What follows belongs to an exercise in optimizing a design on an open flow for small area, a short achievable clock period and few clock cycles per item; a production flow would make more cautious choices. Only simulation tests tie the RTL to the original design; equivalence was not proved. Power figures rest on the tool's default switching activity, not on a simulated workload.

==> flow/design.v (excerpt) <==
module sigmoidLayer #(
    parameter int NUM_LANES = 10
) (
    input  logic                                 clk,
    input  logic                                 rst,
    input  logic                                 inValid,
    output logic                                 inReady,
    input  sigmoidPkg::preAct_t [NUM_LANES-1:0] inData,
    output logic                                 outValid,
    input  logic                                 outReady,
    output sigmoidPkg::act_t [NUM_LANES-1:0]    outData
);
    logic sNext [NUM_LANES];
    logic [7:0] dNext [NUM_LANES];
    logic sReg [NUM_LANES];
    logic [7:0] dReg [NUM_LANES];
    logic [8:0] res [NUM_LANES];
    logic accept;
    assign inReady = !outValid || outReady;
    assign accept = inValid && inReady;
    always_ff @(posedge clk) begin
        if (rst) begin
            outValid <= 1'b0;
        end else if (inReady) begin
            outValid <= inValid;
        end
    end
    for (genvar i = 0; i < NUM_LANES; i++) begin : genLane
        sigmoidLaneIn laneIn (
            .x(inData[i]),
            .s(sNext[i]),
            .d(dNext[i])
        );
        always_ff @(posedge clk) begin
            if (accept) begin
                sReg[i] <= sNext[i];
                dReg[i] <= dNext[i];
            end
        end
        sigmoidLaneOut laneOut (
            .s(sReg[i]),
            .d(dReg[i]),
            .result(res[i])
        );
        assign outData[i] = {7'd0, res[i]};
    end
endmodule
For scale: roughly 11000 um2 of cells after synthesis.
clock: 4.5 ns
lec_check: 0
cap_margin: 20
core_margin: 2
core_utilization: 40
cts_buf_list: sky130_fd_sc_hd__clkbuf_8
place_density: 0.6
setup_slack_margin: 1.7
slew_margin: 20
standard.sh (not shown) runs the stock make flow with config.mk's settings and CLKGATE_MAP_FILE= SYNTH_SCRIPT=/design/flow/synth_recipe.tcl, a recipe that flattens the netlist after the stock synthesis.
==> flow/flow/run.sh <==
#!/bin/bash
# Standard synthesis, then the combinational logic re-mapped by ABC for area (registers kept
# as the standard synthesis made them), then the standard layout from floorplan to finish.
set -euo pipefail
W=$(pwd)
R=$W/orfs/results/${FLOW_PLATFORM}/sigmoidLayer/base
L=$W/orfs/logs/${FLOW_PLATFORM}/sigmoidLayer/base
LIB=$FLOW_HOME/platforms/${FLOW_PLATFORM}/lib/sky130_fd_sc_hd__tt_025C_1v80.lib

# 1. The standard synthesis
bash standard.sh $R/1_2_yosys.v > $W/log_1_synth.txt 2>&1
cp $R/1_2_yosys.v $W/std_1_2_yosys.v

# 2. Re-map the combinational cells for area
python3 $W/flow/mkmap.py $LIB $W/comb_cells.v > $W/log_2_mkmap.txt 2>&1
DONTUSE=$(grep -o -- "-dont_use [A-Za-z0-9_]*" $L/1_2_yosys.log | sort -u | tr '\n' ' ')
if [[ -f $W/flow/remap.abc ]]; then
  cp $W/flow/remap.abc $W/remap.abc
else
  printf 'strash\ndch -f\nmap -a\ntopo\nstime -p\n' > $W/remap.abc
fi
# The logic from the registers to the outputs may get its own (faster) mapping first
OUTPASS=""
if [[ -f $W/flow/remap_out.abc ]]; then
  cp $W/flow/remap_out.abc $W/remap_out.abc
  OUTPASS="select -set oc o:outData %ci*:-sky130_fd_sc_hd__edfxtp_1
abc -liberty $LIB $DONTUSE -script $W/remap_out.abc @oc
select -clear"
fi
# One remap per seed of the area script (4 at a time); keep the smallest
SEEDS=${REMAP_SEEDS:-$(cat $W/flow/remap_seeds 2>/dev/null || echo 1)}
for S in $SEEDS; do
  sed "s/-S [0-9]*/-S $S/" $W/remap.abc > $W/remap_s$S.abc
  cat > $W/remap_s$S.ys <<EOS
read_liberty -lib $LIB
read_verilog $W/std_1_2_yosys.v
hierarchy -top $FLOW_TOP
techmap -map $W/comb_cells.v
techmap
opt -purge
$OUTPASS
abc -liberty $LIB $DONTUSE -script $W/remap_s$S.abc
opt_clean -purge
hilomap -singleton -hicell sky130_fd_sc_hd__conb_1 HI -locell sky130_fd_sc_hd__conb_1 LO
insbuf -buf sky130_fd_sc_hd__buf_4 A X
splitnets
opt_clean -purge
tee -o $W/remap_s$S.stat stat -liberty $LIB
write_verilog -noattr -noexpr -nohex -nodec $W/remap_s$S.v
EOS
  yosys -s $W/remap_s$S.ys > $W/log_2_remap_s$S.txt 2>&1 &
  while (( $(jobs -r | wc -l) >= 4 )); do sleep 1; done
done
wait
BEST=""; BESTA=""
for S in $SEEDS; do
  A=$(grep -o "Chip area for module .*: [0-9.]*" $W/remap_s$S.stat | awk '{print $NF}')
  echo "seed $S area $A" >> $W/log_2_remap_pick.txt
  if [[ -z "$BEST" ]] || python3 -c "import sys; sys.exit(0 if $A < $BESTA else 1)"; then BEST=$S; BESTA=$A; fi
done
echo "picked seed $BEST area $BESTA" >> $W/log_2_remap_pick.txt
cp $W/remap_s$BEST.v $W/remap_1_2_yosys.v
cp $W/remap_1_2_yosys.v $R/1_2_yosys.v
touch $R/1_2_yosys.v

# 3. The standard layout, with the smallest buffer on the ports
export BUFFER_PORTS_ARGS="-buffer_cell ${PORT_BUFFER:-sky130_fd_sc_hd__buf_1}"
bash standard.sh > $W/log_3_layout.txt 2>&1
==> flow/flow/remap_out.abc <==
strash
dch -f
map -D 500
topo
stime -p
Other scripts of this flow, unchanged in this note and not shown: flow/flow/mkmap.py, flow/flow/remap.abc, flow/flow/remap_seeds
The starting point finished clean.
Testbench counts at the start, summed over its fixed seeds: cycles 16,008, beats 16,000.
Rerun with:
--- a/flow/flow/run.sh
+++ b/flow/flow/run.sh
@@ -12,2 +12,27 @@
 cp $R/1_2_yosys.v $W/std_1_2_yosys.v
+
+# 1b. The same synthesis with a lighter ABC script, which keeps the structure of the
+# (already optimised) RTL; used only if it gives exactly the standard synthesis's registers
+SRC=$W/std_1_2_yosys.v
+if [[ -f $W/flow/synth.abc ]]; then
+  rm -rf $W/myscripts $W/orfs_light
+  cp -r $FLOW_HOME/scripts $W/myscripts
+  cp $W/flow/synth.abc $W/myscripts/abc_speed.script
+  cp $W/flow/synth.abc $W/myscripts/abc_area.script
+  LR=$W/orfs_light/results/${FLOW_PLATFORM}/sigmoidLayer/base
+  if make -C $FLOW_HOME DESIGN_CONFIG=$FLOW_CONFIG WORK_HOME=$W/orfs_light CLKGATE_MAP_FILE= \
+       SCRIPTS_DIR=$W/myscripts SYNTH_SCRIPT=$W/synth_recipe.tcl $LR/1_2_yosys.v > $W/log_1b_light_synth.txt 2>&1; then
+    regs() { grep -oE "sky130_fd_sc_hd__(edfxtp|dfxtp|dfrtp|dfstp|dfbbp|dfrbp|sdf|dlx)[a-z0-9_]* +[^ ]+" $1 | sed 's/_[0-9]* / /' | sort; }
+    regs $W/std_1_2_yosys.v > $W/regs_std.txt
+    regs $LR/1_2_yosys.v > $W/regs_light.txt
+    if cmp -s $W/regs_std.txt $W/regs_light.txt && [[ -s $W/regs_std.txt ]]; then
+      SRC=$LR/1_2_yosys.v
+      echo "using the light synthesis" > $W/log_1b_choice.txt
+    else
+      echo "registers differ: using the standard synthesis" > $W/log_1b_choice.txt
+    fi
+  else
+    echo "light synthesis failed: using the standard synthesis" > $W/log_1b_choice.txt
+  fi
+fi
 
@@ -35,3 +60,3 @@
 read_liberty -lib $LIB
-read_verilog $W/std_1_2_yosys.v
+read_verilog $SRC
 hierarchy -top $FLOW_TOP
@@ -65,3 +90,3 @@
 
-# 3. The standard layout, with the smallest buffer on the ports
+if [[ -f $W/flow/skip_tie_fanout ]]; then export SKIP_REPAIR_TIE_FANOUT=1; fi
 export BUFFER_PORTS_ARGS="-buffer_cell ${PORT_BUFFER:-sky130_fd_sc_hd__buf_1}"
==> flow/flow/remap_out.abc (replaced) <==
strash
dch -f
map -D 300
topo
stime -p
==> flow/flow/skip_tie_fanout (new file) <==
tie cells: one for all constant outputs
==> flow/flow/synth.abc (new file) <==
strash
dch -f
map -a
topo
stime -p
- CORE_UTILIZATION: 40 -> 55
- PLACE_DENSITY: 0.6 -> 0.65
Outcome:
- final area shrinks by a few percent
- clock-buffer cell count stays the same
- wire length shrinks by a little under a tenth
- global-route usage grows by 6.1 points
- combinational power is about the same
- power grows slightly
- sequential power barely changes
- worst setup slack loses 0.066 ns
- clock power grows by a few percent
Rerun with:
--- a/flow/flow/run.sh
+++ b/flow/flow/run.sh
@@ -12,27 +12,2 @@
 cp $R/1_2_yosys.v $W/std_1_2_yosys.v
-
-# 1b. The same synthesis with a lighter ABC script, which keeps the structure of the
-# (already optimised) RTL; used only if it gives exactly the standard synthesis's registers
-SRC=$W/std_1_2_yosys.v
-if [[ -f $W/flow/synth.abc ]]; then
-  rm -rf $W/myscripts $W/orfs_light
-  cp -r $FLOW_HOME/scripts $W/myscripts
-  cp $W/flow/synth.abc $W/myscripts/abc_speed.script
-  cp $W/flow/synth.abc $W/myscripts/abc_area.script
-  LR=$W/orfs_light/results/${FLOW_PLATFORM}/sigmoidLayer/base
-  if make -C $FLOW_HOME DESIGN_CONFIG=$FLOW_CONFIG WORK_HOME=$W/orfs_light CLKGATE_MAP_FILE= \
-       SCRIPTS_DIR=$W/myscripts SYNTH_SCRIPT=$W/synth_recipe.tcl $LR/1_2_yosys.v > $W/log_1b_light_synth.txt 2>&1; then
-    regs() { grep -oE "sky130_fd_sc_hd__(edfxtp|dfxtp|dfrtp|dfstp|dfbbp|dfrbp|sdf|dlx)[a-z0-9_]* +[^ ]+" $1 | sed 's/_[0-9]* / /' | sort; }
-    regs $W/std_1_2_yosys.v > $W/regs_std.txt
-    regs $LR/1_2_yosys.v > $W/regs_light.txt
-    if cmp -s $W/regs_std.txt $W/regs_light.txt && [[ -s $W/regs_std.txt ]]; then
-      SRC=$LR/1_2_yosys.v
-      echo "using the light synthesis" > $W/log_1b_choice.txt
-    else
-      echo "registers differ: using the standard synthesis" > $W/log_1b_choice.txt
-    fi
-  else
-    echo "light synthesis failed: using the standard synthesis" > $W/log_1b_choice.txt
-  fi
-fi
 
@@ -60,3 +35,3 @@
 read_liberty -lib $LIB
-read_verilog $SRC
+read_verilog $W/std_1_2_yosys.v
 hierarchy -top $FLOW_TOP
==> flow/flow/remap_out.abc (replaced) <==
strash
dch -f
map -D 700
topo
stime -p
- CORE_UTILIZATION: 55 -> 40
- GPL_TIMING_DRIVEN: default -> 1
- PLACE_DENSITY: 0.65 -> 0.6
removed: flow/flow/synth.abc
Worst setup slack loses 0.0070 ns.
Cell area is higher by 6.4%.
Area after synthesis is higher by 1.7%.
Sequential power stays flat.
Wire length is higher by 7.8%.
Combinational power is higher by about 3%.
Rerun with:
- GPL_TIMING_DRIVEN: 1 -> default
- The changed run produced a clean layout
- clock-buffer cell count is unchanged
- worst hold slack does not change
- global-route usage stays the same
- area after synthesis is unchanged
- final area is unchanged

[re-timing with driven ports]
How much do the figures lean on ideal ports? The routed layouts below were timed once more, with nothing changed but the port constraints.
Step 1 assumes that a clkbuf_16 drives the clock port and a buf_2 every other input.
Step 2 times the ports against the registers' clock, not the clock port: input delays grow and output delays shrink by t, the midpoint of the rising clock arrivals with the driver on.
Slacks: no drivers / after step 1 / after step 2; pairs: no drivers / after step 1.
| run | t (ns) | setup WS [ns] | latest minus earliest clock arrival (ns) | worst slew at a driven data input, ns |
|---|---|---|---|---|
| the first run | 0.408 | 1.794 / 1.755 / 1.410 | 0.020 / 0.021 | 0.07 |
| the second run | 0.401 | 1.727 / 1.689 / 1.450 | 0.018 / 0.018 | 0.08 |
| the third run | 0.416 | 1.720 / 1.677 / 1.418 | 0.014 / 0.014 | 0.07 |
| the fourth run | 0.416 | 1.720 / 1.677 / 1.418 | 0.014 / 0.014 | 0.07 |
After both steps setup and hold are still met in every run listed. The setup slack of the first run, which loses most, moves by -0.039 ns with the drivers and by -0.384 ns with both steps.
